Background: an optimization exercise with open tools, aiming at small area, a short achievable clock period and few clock cycles per item. Do not read the settings as production practice. The RTL was checked by simulation tests, not by an equivalence proof against the original design. No activity file was given, so power comes from the tool's default toggle rates.

**flow/constraint.sdc**
```tcl
create_clock -name core_clock -period 9.0 [get_ports {clk}]
set_input_delay 1.8000 -clock core_clock [delete_from_list [all_inputs] [get_ports {clk}]]
set_output_delay 1.8000 -clock core_clock [all_outputs]
set_load 0.01 [all_outputs]
```
**flow/design.v**
```verilog
`timescale 1ns/1ps
module xbar_top (
  input  logic                                  clk,
  input  logic                                  rst_n,
  input  logic [4*32-1:0]  start_addr_i,
  input  logic [4*32-1:0]  end_addr_i,
  input  logic [2*(4 + 32)-1:0] aw_i,
  input  logic [2-1:0]               aw_valid_i,
  output logic [2-1:0]               aw_ready_o,
  input  logic [2*(32 + (32 / 8))-1:0] w_i,
  input  logic [2-1:0]               w_valid_i,
  output logic [2-1:0]               w_ready_o,
  input  logic [2*(4 + 32)-1:0] ar_i,
  input  logic [2-1:0]               ar_valid_i,
  output logic [2-1:0]               ar_ready_o,
  output logic [2*(4 + 2)-1:0]    b_o,
  output logic [2-1:0]               b_valid_o,
  input  logic [2-1:0]               b_ready_i,
  output logic [2*(4 + 32 + 2)-1:0]    r_o,
  output logic [2-1:0]               r_valid_o,
  input  logic [2-1:0]               r_ready_i,
  output logic [4*((1 + 4) + 32)-1:0] t_aw_o,
  output logic [4-1:0]               t_aw_valid_o,
  input  logic [4-1:0]               t_aw_ready_i,
  output logic [4*(32 + (32 / 8))-1:0] t_w_o,
  output logic [4-1:0]               t_w_valid_o,
  input  logic [4-1:0]               t_w_ready_i,
  output logic [4*((1 + 4) + 32)-1:0] t_ar_o,
  output logic [4-1:0]               t_ar_valid_o,
  input  logic [4-1:0]               t_ar_ready_i,
  input  logic [4*((1 + 4) + 2)-1:0]    t_b_i,
  input  logic [4-1:0]               t_b_valid_i,
  output logic [4-1:0]               t_b_ready_o,
  input  logic [4*((1 + 4) + 32 + 2)-1:0]    t_r_i,
  input  logic [4-1:0]               t_r_valid_i,
  output logic [4-1:0]               t_r_ready_o
);
  localparam int NI = 2;
  localparam int NT = 4;
  localparam int AW = 32;
  localparam int IW = 4;
  localparam int IA = (4 + 32);
  localparam int WB = (32 + (32 / 8));
  localparam int TA = ((1 + 4) + 32);
  localparam int TB = ((1 + 4) + 2);
  localparam int TR = ((1 + 4) + 32 + 2);
  localparam int IB = (4 + 2);
  localparam int IR = (4 + 32 + 2);
  function automatic logic ge(input logic [AW-1:0] x, input logic [AW-1:0] y);
    logic c;
    c = 1'b1;
    for (int j = 0; j < AW; j++)
      c = (x[j] & ~y[j]) | (x[j] & c) | (~y[j] & c);
    ge = c;
  endfunction
  function automatic logic [NT-1:0] windows(
    input logic [AW-1:0]    addr,
    input logic [NT*AW-1:0] lo,
    input logic [NT*AW-1:0] hi
  );
    logic [NT-1:0] in_win;
    for (int k = 0; k < NT; k++)
      in_win[k] = ge(addr, lo[k*AW +: AW]) && ge(hi[k*AW +: AW], addr);
    windows = in_win;
  endfunction
  function automatic logic [NT-1:0] lowest(input logic [NT-1:0] in_win);
    logic [NT-1:0] hit;
    for (int k = 0; k < NT; k++)
      hit[k] = in_win[k] && !(|(in_win & ((1 << k) - 1)));
    lowest = hit;
  endfunction
  logic [NT-1:0] aw_win [NI];
  logic [NT-1:0] ar_win [NI];
  logic [NT-1:0] aw_hit [NI];
  logic [NT-1:0] ar_hit [NI];
  logic [IA-1:0] aw_sp [NI];
  logic [IA-1:0] ar_sp [NI];
  logic [NI-1:0] aw_sv, ar_sv;
  logic [NI-1:0] aw_miss, ar_miss;
  logic [NI-1:0] aw_load, ar_load;
  logic [NI-1:0] aw_xfer, w_xfer, ar_xfer;    
  for (genvar i = 0; i < NI; i++)
  begin : dec_g
    assign aw_hit[i]  = lowest(aw_win[i]);
    assign ar_hit[i]  = lowest(ar_win[i]);
    assign aw_miss[i] = ~|aw_win[i];
    assign ar_miss[i] = ~|ar_win[i];
    assign aw_load[i] = aw_valid_i[i] && aw_ready_o[i];
    assign ar_load[i] = ar_valid_i[i] && ar_ready_o[i];
    always_ff @(posedge clk)
    begin
      if (!rst_n)
      begin
        aw_sv[i] <= 1'b0;
        ar_sv[i] <= 1'b0;
      end
      else
      begin
        aw_sv[i] <= aw_load[i] || (aw_sv[i] && !aw_xfer[i]);
        ar_sv[i] <= ar_load[i] || (ar_sv[i] && !ar_xfer[i]);
      end
      if (aw_load[i])
      begin
        aw_win[i] <= windows(aw_i[i*IA +: AW], start_addr_i, end_addr_i);
        aw_sp[i]  <= aw_i[i*IA +: IA];
      end
      if (ar_load[i])
      begin
        ar_win[i] <= windows(ar_i[i*IA +: AW], start_addr_i, end_addr_i);
        ar_sp[i]  <= ar_i[i*IA +: IA];
      end
    end
  end
  logic [2:0]    wq0 [NI];
  logic [2:0]    wq1 [NI];
  logic [1:0]    wq_cnt [NI];
  logic [NI-1:0] wq_ne, wq_full;
  logic [2:0]    aw_dest [NI];
  logic [NI-1:0] wq_push, wq_pop;
  logic [NI-1:0] w_ahead;    
  logic [NI-1:0] w_with;     
  logic [NT-1:0] aw_pres [NI];
  logic [NT-1:0] aw_gnt [NI];
  logic [NT-1:0] pend_inc, pend_dec;
  logic [1:0]    pend_cnt [NT];
  logic [NT-1:0] pend_own;
  logic [1:0]    eb_st [NI];    
  logic [IW-1:0] eb_id [NI];
  logic [NI-1:0] er_v;
  logic [IW-1:0] er_id [NI];
  logic [NI-1:0] eb_take, er_take;
  logic [NT-1:0] aw_req [NI];
  logic [NT-1:0] ar_req [NI];
  logic [NT-1:0] aw_sel, ar_sel;       
  logic [NT-1:0] aw_last, ar_last;     
  logic [NT-1:0] aw_lock, ar_lock;     
  for (genvar k = 0; k < NT; k++)
  begin : targ_g
    for (genvar i = 0; i < NI; i++)
    begin : req_g
      assign aw_req[i][k] = aw_sv[i] && aw_hit[i][k] && !wq_full[i] &&
                            (pend_cnt[k] == 2'd0 || pend_own[k] == i);
      assign ar_req[i][k] = ar_sv[i] && ar_hit[i][k];
    end
    assign aw_sel[k] = aw_lock[k] ? aw_last[k] :
                       (aw_req[0][k] && aw_req[1][k]) ?
                         ((w_with[0] != w_with[1]) ? w_with[1] : !aw_last[k]) : aw_req[1][k];
    assign ar_sel[k] = ar_lock[k] ? ar_last[k] :
                       (ar_req[0][k] && ar_req[1][k]) ? !ar_last[k] : ar_req[1][k];
    assign t_aw_valid_o[k] = aw_sel[k] ? aw_req[1][k] : aw_req[0][k];
    assign t_ar_valid_o[k] = ar_sel[k] ? ar_req[1][k] : ar_req[0][k];
    assign t_aw_o[k*TA +: TA] = {aw_sel[k], aw_sel[k] ? aw_sp[1] : aw_sp[0]};
    assign t_ar_o[k*TA +: TA] = {ar_sel[k], ar_sel[k] ? ar_sp[1] : ar_sp[0]};
    assign t_w_o[k*WB +: WB] = ((pend_cnt[k] != 2'd0) ? pend_own[k] : aw_sel[k]) ?
                               w_i[WB +: WB] : w_i[0 +: WB];
    assign t_w_valid_o[k]    = (w_valid_i[0] && ((wq_ne[0] && wq0[0] == {1'b0, 2'(k)}) ||
                                                 (w_with[0] && aw_pres[0][k]))) ||
                               (w_valid_i[1] && ((wq_ne[1] && wq0[1] == {1'b0, 2'(k)}) ||
                                                 (w_with[1] && aw_pres[1][k])));
    assign pend_inc[k] = (wq_push[0] && aw_gnt[0][k]) || (wq_push[1] && aw_gnt[1][k]);
    assign pend_dec[k] = (wq_pop[0] && wq0[0] == {1'b0, 2'(k)}) ||
                         (wq_pop[1] && wq0[1] == {1'b0, 2'(k)});
    always_ff @(posedge clk)
    begin
      if (!rst_n)
      begin
        aw_lock[k]  <= 1'b0;
        ar_lock[k]  <= 1'b0;
        aw_last[k]  <= 1'b0;
        ar_last[k]  <= 1'b0;
        pend_cnt[k] <= 2'd0;
        pend_own[k] <= 1'b0;
      end
      else
      begin
        aw_lock[k] <= t_aw_valid_o[k] && !t_aw_ready_i[k];
        ar_lock[k] <= t_ar_valid_o[k] && !t_ar_ready_i[k];
        if (t_aw_valid_o[k])
          aw_last[k] <= aw_sel[k];
        if (t_ar_valid_o[k])
          ar_last[k] <= ar_sel[k];
        if (pend_inc[k])
          pend_own[k] <= aw_sel[k];
        pend_cnt[k] <= pend_cnt[k] + 2'(pend_inc[k]) - 2'(pend_dec[k]);
      end
    end
  end
  for (genvar i = 0; i < NI; i++)
  begin : init_g
    logic [NT-1:0] ar_gnt;
    for (genvar k = 0; k < NT; k++)
    begin : gnt_g
      assign aw_pres[i][k] = aw_req[i][k] && (aw_sel[k] == i);
      assign aw_gnt[i][k]  = aw_pres[i][k] && t_aw_ready_i[k];
      assign ar_gnt[k] = ar_req[i][k] && (ar_sel[k] == i) && t_ar_ready_i[k];
    end
    assign aw_xfer[i]    = aw_sv[i] && (aw_miss[i] ? (eb_st[i] == 2'd0 && !wq_full[i]) : |aw_gnt[i]);
    assign ar_xfer[i]    = ar_sv[i] && (ar_miss[i] ? !er_v[i] : |ar_gnt);
    assign aw_ready_o[i] = !aw_sv[i] || aw_xfer[i];
    assign ar_ready_o[i] = !ar_sv[i] || ar_xfer[i];
    assign w_with[i]     = !wq_ne[i] && !w_ahead[i];
    assign w_ready_o[i]  = wq_ne[i] ? (wq0[i][2] || t_w_ready_i[wq0[i][1:0]]) :
                                      (w_with[i] && |(aw_pres[i] & t_w_ready_i));
    assign w_xfer[i]  = w_valid_i[i] && w_ready_o[i];
    assign aw_dest[i] = aw_miss[i] ? 3'b100 :
                        {1'b0, aw_hit[i][3] | aw_hit[i][2], aw_hit[i][3] | aw_hit[i][1]};
    assign wq_ne[i]   = wq_cnt[i] != 2'd0;
    assign wq_push[i] = aw_xfer[i] && !w_ahead[i] && !(w_with[i] && w_xfer[i]);
    assign wq_pop[i]  = w_xfer[i] && wq_ne[i];
    assign wq_full[i] = wq_cnt[i] == 2'd2;
    always_ff @(posedge clk)
    begin
      if (!rst_n)
      begin
        wq_cnt[i] <= 2'd0;
        w_ahead[i] <= 1'b0;
        eb_st[i]  <= 2'd0;
        er_v[i]   <= 1'b0;
      end
      else
      begin
        wq_cnt[i] <= wq_cnt[i] + 2'(wq_push[i]) - 2'(wq_pop[i]);
        if (aw_xfer[i])
          w_ahead[i] <= 1'b0;
        else if (w_xfer[i] && w_with[i])
          w_ahead[i] <= 1'b1;
        case (eb_st[i])
          2'd0: if (aw_xfer[i] && aw_miss[i]) eb_st[i] <= 2'd1;
          2'd1: if (w_xfer[i] && wq0[i][2])   eb_st[i] <= 2'd2;
          2'd2: if (b_ready_i[i] && eb_take[i]) eb_st[i] <= 2'd0;
          default: eb_st[i] <= 2'd0;
        endcase
        if (ar_xfer[i] && ar_miss[i])
          er_v[i] <= 1'b1;
        else if (r_ready_i[i] && er_take[i])
          er_v[i] <= 1'b0;
      end
    end
    always_ff @(posedge clk)
    begin
      if (wq_pop[i])
      begin
        wq0[i] <= (wq_push[i] && wq_cnt[i] == 2'd1) ? aw_dest[i] : wq1[i];
        if (wq_push[i])
          wq1[i] <= aw_dest[i];
      end
      else if (wq_push[i])
      begin
        if (wq_cnt[i] == 2'd0)
          wq0[i] <= aw_dest[i];
        else
          wq1[i] <= aw_dest[i];
      end
      if (aw_xfer[i] && aw_miss[i])
        eb_id[i] <= aw_sp[i][AW +: IW];
      if (ar_xfer[i] && ar_miss[i])
        er_id[i] <= ar_sp[i][AW +: IW];
    end
  end
  logic [NT:0]   b_gnt [NI];
  logic [NT:0]   r_gnt [NI];
  for (genvar i = 0; i < NI; i++)
  begin : resp_g
    logic [NT:0] b_req, r_req, r_cand, b_pick, r_pick;
    logic [NT:0] b_gnt_q;
    logic        b_lock;
    for (genvar k = 0; k < NT; k++)
    begin : src_g
      assign b_req[k] = t_b_valid_i[k] && (t_b_i[k*TB + TB - 1] == i);
      assign r_req[k] = t_r_valid_i[k] && (t_r_i[k*TR + TR - 1] == i);
    end
    assign b_req[NT] = (eb_st[i] == 2'd2);
    assign r_req[NT] = er_v[i];
    assign r_cand = r_req & ~(r_gnt[i] & {(NT+1){r_ready_i[i]}});
    assign b_pick = b_req & ~(b_req - 1'b1);
    assign b_gnt[i] = b_lock ? b_gnt_q : b_pick;
    assign r_pick = r_cand & ~(r_cand - 1'b1);
    assign b_valid_o[i] = |(b_gnt[i] & b_req);
    assign r_valid_o[i] = |(r_gnt[i] & r_req);
    assign eb_take[i]   = b_gnt[i][NT];
    assign er_take[i]   = r_gnt[i][NT];
    always_comb
    begin
      b_o[i*IB +: IB] = b_gnt[i][NT] ? {eb_id[i], 2'b11} : '0;
      r_o[i*IR +: IR] = r_gnt[i][NT] ? {er_id[i], {32{1'b0}}, 2'b11} : '0;
      for (int k = 0; k < NT; k++)
      begin
        if (b_gnt[i][k])
          b_o[i*IB +: IB] = b_o[i*IB +: IB] | t_b_i[k*TB +: IB];
        if (r_gnt[i][k])
          r_o[i*IR +: IR] = r_o[i*IR +: IR] | t_r_i[k*TR +: IR];
      end
    end
    always_ff @(posedge clk)
    begin
      if (!rst_n)
      begin
        b_lock   <= 1'b0;
        r_gnt[i] <= '0;
      end
      else
      begin
        b_lock <= b_valid_o[i] && !b_ready_i[i];
        if (!(r_valid_o[i] && !r_ready_i[i]) && |r_cand)
          r_gnt[i] <= r_pick;
      end
      b_gnt_q <= b_gnt[i];
    end
  end
  for (genvar k = 0; k < NT; k++)
  begin : tresp_g
    assign t_b_ready_o[k] = (b_gnt[0][k] && b_ready_i[0]) || (b_gnt[1][k] && b_ready_i[1]);
    assign t_r_ready_o[k] = r_gnt[t_r_i[k*TR + TR - 1]][k] && r_ready_i[t_r_i[k*TR + TR - 1]];
  end
endmodule
```
**flow/standard.sh**
```bash
#!/bin/bash
# synth_recipe.tcl (not shown) runs the flow's synth.tcl, then flattens the netlist and writes it again
# the make line also repeats each setting of config.mk as NAME=value (left out here)
make -C /OpenROAD-flow-scripts/flow DESIGN_CONFIG=/design/flow/config.mk WORK_HOME=/design/flow/orfs CLKGATE_MAP_FILE= SYNTH_SCRIPT=/design/flow/synth_recipe.tcl "${@:-finish}"
```
**flow/flow/run.sh**
```bash
#!/bin/bash
# The standard layout, with every port buffered by the smallest buffer
# cell instead of the delay buffer buffer_ports picks on its own.
set -euo pipefail
export BUFFER_PORTS_ARGS="-buffer_cell sky130_fd_sc_hd__buf_1"
bash standard.sh finish > standard_flow.log 2>&1
```
**flow/config.mk**
```make
export PLATFORM = sky130hd
export DESIGN_NAME = xbar_top
export DESIGN_NICKNAME = xbar_top
export VERILOG_FILES = /design/flow/design.v
export SDC_FILE = /design/flow/constraint.sdc
export NUM_CORES = 4
export LEC_CHECK = 0
export CAP_MARGIN = 20
export CORE_AREA = 5 5 425 425
export DIE_AREA = 0 0 430 430
export SETUP_SLACK_MARGIN = 4
export SLEW_MARGIN = 20
```
==> results.txt <==
Status: complete, no violations
CTS tree: built
Worst path cell trace: clkdlybuf4s15_1, maj3_1, o21ba_2, o311ai_0, a31oi_1, a2111oi_0, nor2_1, and2_1
Area contributors post-synth: edfxtp_1, mux2_2, nand2_1
Starting DRC count in detailed routing: 7496
Worst-Margin Slew: 1330 ps
Placed cell area: 0.0404 mm^2
Reg2Reg Setup Slack: 5030 ps
H-Tree Level Count: 1
Count of final setup violators: 0
DRT Wirelength: 329000 um
Compound-Gate Fraction of Synth Area: 34.2%
Endpoint class of the critical path: register
Post-route ant nets: 0
Routed via count: 47586
Seq/Total Area, Yosys: 21.1%
Final HPWL DP: 262000 um
Critical Path Source Type: primary input
Max IR drop VDD: 0.000168 V
Area share of fa/ha/maj cells after synthesis: 5.03%
Worst Path Arrival: 5510 ps
Row Count: 154
Delay of the slowest critical-path stage: 1150 ps
Via density: 5.89
Most common cell in the netlist: nand2_1
Relative slew slack: 8.70%
Post-synth ARST share: 0%
Worst Hold Class: register to register
TritonCTS Buffers: 31
DRT Pass-1 Iters: 9
Root Buffer: clkbuf_16
Post-route clock period utilization: 57.4%
Post-synthesis net count: 5016
P_leak: 16.5 nW
WL per Instance: 40.7 um
Family with the most delay on the worst path: compound AO/OA/AOI/OAI gates
Setup Skew: 50.3 ps
Largest net degree at the start of global routing: 43
Final Hold Viols: 0
Mapped Cells: 4316
Filler instances: 19401
CP required: 9340 ps
# hold bufs at CTS: 0
Post-synth top area share: 17.1%
Synth Cell Area: 0.0330 mm^2
Port buffer count: 1245
Post-layout min period: 5170 ps
Clock sinks: 254
Total power: 6.87 mW
Leading area contributor after synthesis: edfxtp_1
Clk buf depth: 3
Number of enable flip-flop cells after synthesis: 188
Final nets: 6229
Post-route DRC: 0
First-pass GRT wire length: 412000 um
Synth unique cells: 93
Global placer's final weighted congestion: 1.10
Worst slack at placement: 2620 ps
Top cells by count, synth: nand2_1, mux2_2, clkbuf_1, inv_1, o22ai_1
Pwr Density: 151 mW/mm^2
Multi-input gate area: 0.0246 mm^2
Max FO, Critical Path: 10
Slowest cell on crit path: a2111oi_0
Layout Utilization: 25.9%
Simple-gate area share of the yosys netlist: 19.0%
Max Cap Violations: 0
Initial antenna violation count: 261
Die W: 430 um
Area grow syn2layout: 38.2%
Mux contribution to synthesized area: 12.8%
Clock latency on the worst-skew pair: 660 ps
Total global routing overflow: 0
Buf/Inv on CP: 1
Worst Path Class, Setup: primary input to register
Vias in the first global route: 43375
XOR/XNOR Fraction of Synth Area: 0.319%
Syn. warnings: 21
Io pins: 1246
Worst Setup Slack, final: 3830 ps
Layout cells sized above 1: 17.7%
Die height: 430 um
Full die area: 0.185 mm^2
Slew Viols, Final: 0
Register area: 0.00700 mm^2
Final instance area: 0.0455 mm^2
Setup TNS: 0 ps
Seq cells post-synth: 254
Core Area: 0.176 mm^2
Max frequency: 193 MHz
Worst-path clk slew: 70 ps
Largest family of logic cells by synthesized area: compound AO/OA/AOI/OAI gates
Gr usage total: 32.5%
Initial Util: 18.8%
RSZ-0062 raised after global routing: true
Primary FF master, synth: edfxtp_1
Syn Area/Cell: 7.64 um^2
worst register-to-register path, stage by stage (launching register included):
cell and delay (ps):
edfxtp_1 520, buf_4 210, nor2b_4 170, nand3_4 110, a211oi_4 220, a21oi_4 60
buf_12 130, or3b_2 460, o311ai_1 100, a21oi_1 90, mux2_4 320, nand2_8 90
and2_2 500, buf_4 570
metal layers:
layer  global-route usage [%]  wire length, um
met5                        0              610
met4                     23.4            29500
met3                     16.4            47700
met2                     48.0           137000
met1                     35.9           114000
per-stage QoR:
step | hold WS (ps) | cells
floorplan | 439 | 4316
global placement | 481 | 7695
detailed placement | 487 | 7695
CTS | 500 | 7841
global route | 510 | 7995
finish | 502 | 8080
layout make-up:
type / instances / area share [%]
Antenna cell: 186 / 1.02
Timing Repair Buffer: 1510 / 18.2
Sequential cell: 254 / 15.4
Clock buffer: 32 / 1.71
Inverter: 315 / 2.65
Clock inverter: 26 / 0.585
Tap cell: 2340 / 6.43
Multi-Input combinational cell: 3417 / 54.1
path summary, 6_finish.rpt:
kind / from / endpoint / depth (start not counted)
worst max-delay path: ar_i[13] / ar_win[0][3] / 8
worst min-delay path: pend_own[2] / pend_own[2] / 2
worst max register to register: ar_win[1][0] / ar_win[1][3] / 13
worst min register to register: pend_own[2] / pend_own[2] / 2
cells by family after synthesis:
kind of cell	count (synthesis)
AND/OR/NAND/NOR	1283
AO/OA/AOI/OAI	1580
XOR/XNOR	12
multiplexers	374
adder cells (fa/ha/maj)	162
flip-flops	254
buffers and inverters	651
state kept, by name (all words and copies together) (netlist names), 4 cells and up:
register        flops
eb_id               8
aw_lock             4
ar_win              8
resp_g.b_gnt_q     10
r_gnt              10
wq_cnt              4
aw_sp              72
eb_st               4
pend_own            4
aw_last             4
wq0                 6
pend_cnt            8
aw_win              8
ar_lock             4
wq1                 6
ar_last             4
ar_sp              72
er_id               8
report_power, final:
group / switching, mW / internal, mW
logic: 2.40 / 1.55
clock network: 0.620 / 0.750
registers: 0.166 / 1.38
cell usage in the layout (no fill, tap or decap), types with 27 or more instances in the layout:
master	Yosys	routed
a222oi_1	76	76
mux2_2	357	271
nor2_1	178	170
a31oi_1	38	36
clkbuf_16	0	44
nor3_1	80	78
nand2b_1	122	119
nand2_1	542	531
o221ai_1	99	99
mux2_4	0	90
o21ai_0	194	187
a2111oi_0	47	45
clkinv_1	28	27
and2_1	39	34
a211oi_1	50	47
nor2b_1	93	87
dfxtp_1	66	51
buf_6	1	99
inv_1	280	277
buf_1	26	1116
nand3_1	58	56
maj3_1	146	146
a22oi_1	223	223
diode_2	0	186
o211ai_1	46	46
o2111ai_1	30	29
a21oi_1	230	224
buf_4	3	210
o22ai_1	254	252
a221oi_1	64	61
edfxtp_1	188	188
repair_timing:
action                                 in CTS  in global routing
pin swaps                                  29                 35
endpoints found under the hold margin       0                  0
cloned                                     14                 18
resized for setup                         179                449
setup buffers                              74                 33
setup endpoints to repair                 458                235
Testbench counts, summed over its fixed seeds: cycles 3,001, items 6,400.

-- static timing again, ports no longer ideal --
Ports are ideal in the flow. The routed layout listed here was re-timed in OpenROAD. Step 1 sets driving cells, clkbuf_16 on the clock port and buf_2 on the other inputs (assumed; they add their load-dependent delay and slew). Step 2 adds t to the input delays and takes it off the output delays; t is the mean of the earliest and latest rising clock arrival at the registers after step 1. Input paths then give back, and output paths get back, about the clock's delay inside the block. a / b / c = ideal ports / drivers / drivers and shift; a / b = the first two.
shift t [ns]: 0.696
slack for setup (ns): 3.832 / 3.825 / 3.172
latest minus earliest clock arrival (ns): 0.052 / 0.052
worst register clock-pin slew, ns: 0.08 / 0.08
After both steps setup and hold are still met in this run. For this run, drivers alone change the setup slack by -0.007 ns; drivers and shift together by -0.660 ns.
